This is an optimization exercise on Yosys and OpenROAD, whose aim is small area and a short achievable clock period, not a production implementation. Function was checked by simulation only, so behaviour that the tests miss may differ from the original. Power is estimated from default activity; no workload was simulated.

## icmp_echo_top
module icmp_echo_top #(
    parameter int unsigned tx_timeout = 1023
)
(
    input  logic        clk,
    input  logic        rstn,
    input  logic        rx_req,
    input  logic [15:0] rx_len,
    input  logic [7:0]  rx_data,
    input  logic        rx_error,
    input  logic        ip_tx_ack,
    input  logic        data_req,
    input  logic        mac_send_end,
    output logic        tx_req,
    output logic        tx_ready,
    output logic [7:0]  tx_data,
    output logic        tx_end
);
    logic s_idle;      
    logic s_recv;      
    logic s_pad;       
    logic s_f1;
    logic s_f2;
    logic s_ver;       
    logic s_start;     
    logic s_wack;      
    logic s_ready;     
    logic s_send;      
    logic s_wend;      
    logic s_done;      
    logic [9:0]  cnt;        
    logic        cnt0;       
    logic        cnt_run;
    logic        last;       
    logic [8:0]  len;        
    logic        len_ok;
    logic        bad;
    logic        tmo;
    logic        chk_ok;
    logic [7:0]  code;
    logic [7:0]  x_chk, x_rep;
    logic        rep_take;   
    logic [7:0]  chk_p, chk_q;
    logic        chk_c;
    logic [7:0]  rep_p, rep_q;
    logic        rep_c;
    logic [8:0]  chk_s, rep_s;
    logic        rep_step;
    logic [8:0]  pos;
    logic [7:0]  rd_data;
    logic [7:0]  next_byte;
    assign tx_req   = s_wack;
    assign tx_ready = s_ready;
    assign len_ok  = (rx_len[15:9] == 7'd0) &&
                     (rx_len[8] ? (rx_len[7:0] <= 8'd8) : (rx_len[7:3] != 5'd0));
    assign bad     = rx_error || (cnt0 && rx_data != 8'd8);
    assign tmo     = (cnt == 10'(tx_timeout));
    assign chk_ok  = (chk_p == 8'hff) && (chk_q == 8'hff);
    assign cnt_run = s_recv || s_send || (s_ready && !data_req);
    always_ff @(posedge clk)
    begin
        if (!rstn)
        begin
            s_idle  <= 1'b1;
            s_recv  <= 1'b0;
            s_pad   <= 1'b0;
            s_f1    <= 1'b0;
            s_f2    <= 1'b0;
            s_ver   <= 1'b0;
            s_start <= 1'b0;
            s_wack  <= 1'b0;
            s_ready <= 1'b0;
            s_send  <= 1'b0;
            s_wend  <= 1'b0;
            s_done  <= 1'b0;
            tx_data <= 8'h00;
            tx_end  <= 1'b0;
        end
        else
        begin
  ...
==> flow/config.mk <==
export PLATFORM = sky130hd
export DESIGN_NAME = icmp_echo_top
export DESIGN_NICKNAME = icmp_echo_top
export VERILOG_FILES = /design/flow/design.v
export SDC_FILE = /design/flow/constraint.sdc
export NUM_CORES = 4
export LEC_CHECK = 0
export CAP_MARGIN = 20
export CORE_MARGIN = 2
export CORE_UTILIZATION = 40
export CTS_CLUSTER_DIAMETER = 100
export CTS_CLUSTER_SIZE = 25
export SETUP_SLACK_MARGIN = 3.8
export SLEW_MARGIN = 20
==> flow/constraint.sdc <==
create_clock -name core_clock -period 6.0 [get_ports {clk}]
set_input_delay 1.2000 -clock core_clock [delete_from_list [all_inputs] [get_ports {clk}]]
set_output_delay 1.2000 -clock core_clock [all_outputs]
set_load 0.01 [all_outputs]
run.sh (not shown) runs the stock make flow with config.mk's settings and CLKGATE_MAP_FILE= SYNTH_SCRIPT=/design/flow/synth_recipe.tcl, a recipe that flattens the netlist after the stock synthesis.
Change:
--- a/flow/config.mk
+++ b/flow/config.mk
@@ -11,4 +11,4 @@
 export CTS_CLUSTER_DIAMETER = 100
 export CTS_CLUSTER_SIZE = 25
-export SETUP_SLACK_MARGIN = 3.8
+export SETUP_SLACK_MARGIN = 3.3
 export SLEW_MARGIN = 20
Outcome: The new run finished with timing, DRC and antenna clean; global-route usage stays flat; cell count went down by 0.80%; area after synthesis is unchanged; clock power hardly moves; final area went down by 1.4%; setup slack got worse by 200 ps; register-to-register slack got worse by 360 ps; maximum frequency went down by 7.6%; sequential share of layout area went up by 1.1 points; clock-buffer cell count stays the same.
Change:
--- a/flow/config.mk
+++ b/flow/config.mk
@@ -8,7 +8,8 @@
 export CAP_MARGIN = 20
 export CORE_MARGIN = 2
-export CORE_UTILIZATION = 40
+export CORE_UTILIZATION = 60
 export CTS_CLUSTER_DIAMETER = 100
-export CTS_CLUSTER_SIZE = 25
-export SETUP_SLACK_MARGIN = 3.3
+export CTS_CLUSTER_SIZE = 30
+export PLACE_DENSITY = 0.75
+export SETUP_SLACK_MARGIN = 3.6
 export SLEW_MARGIN = 20
- count of clock-buffer cells in the layout went down by 16
- cell area went down by about 1.2%
- synthesized area stays the same
- first-iteration DRC count went up by about 25%
- die area went down by about 33%
- global-route usage went up by 8.5 points
- power went down by 2.3%
- non-clock buffer count went up by 26
- synthesized cell count stays the same

==> separate check: timing with driven ports <==
Ports are ideal in the flow. The routed layouts listed here were re-timed in OpenROAD. Step 1 sets driving cells, clkbuf_16 on the clock port and buf_2 on the other inputs (assumed; they add their load-dependent delay and slew). Step 2 adds t to the input delays and takes it off the output delays; t is the mean of the earliest and latest rising clock arrival at the registers after step 1. Input paths then give back, and output paths get back, about the clock's delay inside the block. Three values: ideal, step 1, step 2; two values: the first two.
| run | t, ns | setup slack, ns | hold WS [ns] | slew at the worst register clock pin (ns) | pins driven straight from the clock port |
|---|---|---|---|---|---|
| the first run | 0.765 | 3.573 / 3.582 / 2.832 | 0.307 / 0.307 / 0.307 | 0.10 / 0.10 | 1 |
| the second run | 0.755 | 3.373 / 3.374 / 2.665 | 0.307 / 0.307 / 0.307 | 0.10 / 0.10 | 1 |
| the third run | 0.731 | 3.602 / 3.578 / 2.894 | 0.310 / 0.310 / 0.310 | 0.12 / 0.12 | 1 |
After both steps setup and hold are still met in every run listed. For the first run, which loses most, drivers alone change the setup slack by +0.009 ns; drivers and shift together by -0.741 ns.
